Source: an optimization exercise on an open RTL-to-GDS flow (aim: small area). Production flows keep margins and buffers that such runs may drop.
In this exercise RTL edits were held to simulation tests only and were not proved equivalent to the original.
No activity file was given, so power comes from the tool's default toggle rates.

$ cat config.mk
export PLATFORM = sky130hd
export DESIGN_NAME = regfile_scoreboard
export DESIGN_NICKNAME = regfile_scoreboard
export VERILOG_FILES = /design/flow/design.v
export SDC_FILE = /design/flow/constraint.sdc
export NUM_CORES = 4
export LEC_CHECK = 0
export CAP_MARGIN = 20
export CORE_MARGIN = 2
export CORE_UTILIZATION = 30
export SLEW_MARGIN = 20
$ cat constraint.sdc
create_clock -name core_clock -period 7.0 [get_ports {clock}]
set_input_delay 1.4000 -clock core_clock [delete_from_list [all_inputs] [get_ports {clock}]]
set_output_delay 1.4000 -clock core_clock [all_outputs]
set_load 0.01 [all_outputs]
$ cat design.v
module regfile_scoreboard #(
  parameter int          DATA_W     = 32,
  parameter int          ADDR_W     = 5,
  parameter logic [31:0] RESET_BASE = 32'h100
) (
  input  logic              clock,
  input  logic              reset,
  input  logic [ADDR_W-1:0] rs_addr,
  input  logic [ADDR_W-1:0] rt_addr,
  output logic [DATA_W-1:0] rs_data,
  output logic [DATA_W-1:0] rt_data,
  input  logic              wb_en,
  input  logic [ADDR_W-1:0] wb_addr,
  input  logic [DATA_W-1:0] wb_data,
  input  logic              issue_en,
  input  logic [ADDR_W-1:0] issue_dst,
  output logic              stall,
  output logic [ADDR_W:0]   pending_count
);
  localparam int NREGS = 2**ADDR_W;
  logic [DATA_W-1:0] regs_q [NREGS];
  logic [NREGS-1:0] pend_q, pend_d, wb_mask, set_mask, eff;
  logic [ADDR_W:0] count_q, count_d;
  logic wb_hit, accept, set_new, clr_old;
  assign wb_hit = wb_en && wb_addr != '0;
  assign wb_mask = wb_hit ? NREGS'(1) << wb_addr : '0;
  assign eff = pend_q & ~wb_mask;
  assign stall = issue_en && (eff[rs_addr] || eff[rt_addr] || eff[issue_dst]);
  assign accept = issue_en && !stall && issue_dst != '0;
  assign set_mask = accept ? NREGS'(1) << issue_dst : '0;
  assign pend_d = (pend_q & ~wb_mask) | set_mask;
  assign set_new = accept && !pend_q[issue_dst];
  assign clr_old = wb_hit && pend_q[wb_addr] && !(accept && issue_dst == wb_addr);
  assign count_d = count_q + (ADDR_W+1)'(set_new) - (ADDR_W+1)'(clr_old);
  assign pending_count = count_q;
  assign rs_data = rs_addr == '0 ? '0 : (wb_en && wb_addr == rs_addr) ? wb_data : regs_q[rs_addr];
  assign rt_data = rt_addr == '0 ? '0 : (wb_en && wb_addr == rt_addr) ? wb_data : regs_q[rt_addr];
  always_ff @(posedge clock or posedge reset) begin
    if (reset) begin
      pend_q  <= '0;
      count_q <= '0;
    end else begin
      pend_q  <= pend_d;
      count_q <= count_d;
    end
  end
  for (genvar r = 0; r < NREGS; r++) begin : g_reg
    always_ff @(posedge clock or posedge reset) begin
      if (reset)
        regs_q[r] <= r == 0 ? '0 : DATA_W'(RESET_BASE + r);
      else if (wb_hit && wb_addr == ADDR_W'(r))
        regs_q[r] <= wb_data;
    end
  end
endmodule
$ cat run.sh
#!/bin/bash
# synth_recipe.tcl (not shown) runs the flow's synth.tcl, then flattens the netlist and writes it again
# the make line also repeats each setting of config.mk as NAME=value (left out here)
make -C /OpenROAD-flow-scripts/flow DESIGN_CONFIG=/design/flow/config.mk WORK_HOME=/design/flow/orfs CLKGATE_MAP_FILE= SYNTH_SCRIPT=/design/flow/synth_recipe.tcl finish
==> notes.md <==
sequential cells by signal, indices dropped and copies added (netlist names):
register,flops
pend_q,32
count_q,6
regs_q,992
area by class of cell:
cell class | instances | area (sq um) | share of cell area
clock inverters | 49 | 482 | 0.00774
clock buffers | 159 | 3200 | 0.0514
well taps | 2325 | 2910 | 0.0467
flip-flops and latches | 1030 | 25900 | 0.416
diodes | 9 | 22.5 | 0.000362
repair buffers | 417 | 4140 | 0.0665
multi-input cells | 3169 | 25500 | 0.410
inverters | 17 | 67.6 | 0.00109
worst paths after layout:
| path | from | end | slack [ns] | cells after the start |
|---|---|---|---|---|
| worst max-delay path | rs_addr[1] | rs_data[2] | 0.13 | 11 |
| worst min-delay path | pend_q[0]$_DFF_PP0_ | pend_q[0]$_DFF_PP0_ | 0.38 | 0 |
| worst max register to register | pend_q[16]$_DFF_PP0_ | count_q[4]$_DFF_PP0_ | 3.08 | 14 |
| worst min register to register | pend_q[0]$_DFF_PP0_ | pend_q[0]$_DFF_PP0_ | 0.38 | 0 |
| max in group asynchronous | reset | regs_q[29][14]$_DFFE_PP0P_ | 4.10 | 4 |
| min in group asynchronous | reset | regs_q[12][4]$_DFFE_PP0P_ | 1.26 | 2 |
per-layer routing:
layer,global-route usage,wire [um],vias to the layer above,share of wire
met1,0.364,95500,24100,0.36
met5,0.00215,202,-,0.00077
met3,0.114,40900,1367,0.16
met2,0.398,106000,4704,0.40
li1,-,-,18100,-
met4,0.161,19500,26,0.075
critical path: stages:
cell and delay, ns:
clkdlybuf4s50_1 0.68, nand3b_1 0.53, nor2_4 0.69, buf_4 0.42, a22oi_1 0.12, nand3_1 0.17
nor2_1 0.06, nand3_1 0.15, o21ai_0 0.15, a21oi_1 0.44, clkdlybuf4s50_1 0.65
Yosys cell counts (4+ instances only):
cell       count
nand4_1      161
mux4_2        22
a22o_1         5
nand2_1      360
a221oi_1      45
o22ai_1        8
o31ai_1       13
a22oi_1      826
a222oi_1      57
buf_1         63
buf_2         34
nor4_1        28
xnor2_1       10
xor2_1         9
or2_2          9
dfstp_2      111
nor3_1        53
and3_1         8
buf_4          4
clkbuf_1     367
nand2b_1      17
o21ai_0      130
o2111ai_1      4
mux2_2       931
o21ai_1        4
dfrtp_1      919
or3b_2         6
ha_1           6
inv_1         17
a21oi_1      100
nor2_1       158
nand3b_1       9
a211oi_1       7
nor2b_1        5
nand3_1       88
a31oi_1        7
and4_1        18
mux2i_1        5
kinds of logic (layout without fill, tap and decap cells):
logic type	after synthesis	in the layout	synth area share
buffers and inverters	487	642	0.0361
other	0	9	0
xor gates and xnor gates	19	19	0.00316
adders and majority gates	7	7	0.00180
AOI/OAI and AO/OA	1239	1239	0.170
and+or+nand+nor	946	946	0.0881
muxes	958	958	0.209
DFF	1030	1030	0.492
where the power goes:
| part | switching, mW | internal (mW) | total, mW |
|---|---|---|---|
| sequential | 1.15 | 7.23 | 8.38 |
| combinational | 1.43 | 1.46 | 2.89 |
| clock | 2.65 | 3.41 | 6.06 |
stage by stage:
stage                     utilization  power (mW)  instances  hold WS, ns
after floorplan                     -        9.89       4686        0.429
after global placement          0.336        11.1       6953        0.372
after detailed placement        0.336        11.2       6955        0.368
after CTS                       0.357        17.2       7163        0.383
after global routing            0.357        17.9       7168        0.396
final                           0.357        17.3       7175        0.383
==> flow_metrics.tcl <==
set metrics [dict create \
    status "complete, no violations" \
    antenna_found_initial 20 \
    finalCritPeriodShare 0.981 \
    finalNetCount 4809 \
    maxCapViolCount 0 \
    wl_per_cell_um 36.5 \
    ys_ff_latch 1030 \
    layout_common_cells "mux2_2 (931), dfrtp_1 (919), a22oi_1 (826)" \
    postLayoutSetupSlackWorst_ns 0.132 \
    syn_nets 4749 \
    die_width_um 423 \
    place.gp.congestion 0.964 \
    tns_ns 0 \
    synth_edf_count 0 \
    postCtsSetupRepairBufs 0 \
    ys_seq_area_frac 0.492 \
    start_kind "input port" \
    via_per_inst 6.73 \
    place_ws_ns 0.358 \
    crit_type "input port to primary output" \
    slew_viol_final 0 \
    grt_usage 0.283 \
    yosysTopAreaCell "dfrtp_1" \
    cts_buffer_depth 3 \
    p_leak_nw 26.0 \
    start_util 0.302 \
    yosysWarnings 2 \
    synth_cell_type_count 77 \
    final_common_cell "mux2_2" \
    postPlaceCellArea_sq_um 58600 \
    area_delta_synth_final_pct 18.1 \
    io_buffers 126 \
    clockRootBuffer "clkbuf_16" \
    synthFlopType "dfrtp_1" \
    cts_resized 0 \
    dieArea_sq_um 179000 \
    post-synth-top-area-fraction 0.436 \
    peakVddDrop_mv 0.201 \
    final_antenna_net_count 0 \
    clock_skew_ns 0.0146 \
    grt_pass1_wl_um 364000 \
    routed_wl_um 262000 \
    syn_area_sq_um 52700 \
    drt_iter0_markers 10200 \
    finalSetupViolCount 0 \
    core_sq_um 174000 \
    drive_above_1_share 0.347 \
    synth_area_per_cell_sq_um 11.2 \
    fmax_ghz 0.146 \
    clock_sinks 1030 \
    fin_area_sq_um 62300 \
    firstDrtPassIters 14 \
    vias 48300 \
    drc 0 \
    overflow 0 \
    power_density_nw_per_um2 278 \
    grt_pass1_vias 46000 \
    cts_tree "done" \
    rows 153 \
    clkSlewWorstSetupHoldPaths_ns 0.06 \
    hp-class "flop to flop" \
    worstPathMaxFanout 10 \
    worst_slew_pin_slew_ns 1.26 \
    numCtsBuffers 111 \
    syn_inst 4686 \
    min_period_ns 6.87 \
    hold_viol_final 0 \
    cp.arrival_ns 5.47 \
    dp_hpwl_um 151000 \
    io_pins 127 \
    rsz0062_at_grt "no" \
    slew_headroom 0.159 \
    num-fill-cells 17100 \
    cp-end-kind "primary output" \
    htreeDepth 3 \
    ys_async_sr_fraction 1.00 \
    required_ns 5.60 \
    die_h_um 423 \
    grt_max_degree 181 \
    ys_top_cells_by_area "dfrtp_1 (44%), mux2_2 (20%), a22oi_1 (12%), dfstp_2 (5.5%), clkbuf_1 (2.6%)" \
    hold_buffers 0 \
    clock_latency_ns 0.75 \
]

[separate check: timing with driven ports]
The results above use ideal ports. As a check the final layout listed here was re-extracted and re-timed, cells and wires unchanged.
Step 1 assumes that a clkbuf_16 drives the clock port and a buf_2 every other input.
Step 2 times the ports against the registers' clock, not the clock port: input delays grow and output delays shrink by t, the midpoint of the rising clock arrivals with the driver on.
a / b / c = no drivers / after step 1 / after step 2; a / b = the first two.
t, ns: 0.823
setup WS [ns]: 0.132 / 0.092 / 0.092
slew at the worst register clock pin (ns): 0.07 / 0.07
worst data-port slew with drivers (ns): 0.14
After both steps setup and hold are still met in this run. The setup slack of this run moves by -0.040 ns with the drivers and by -0.040 ns with both steps.
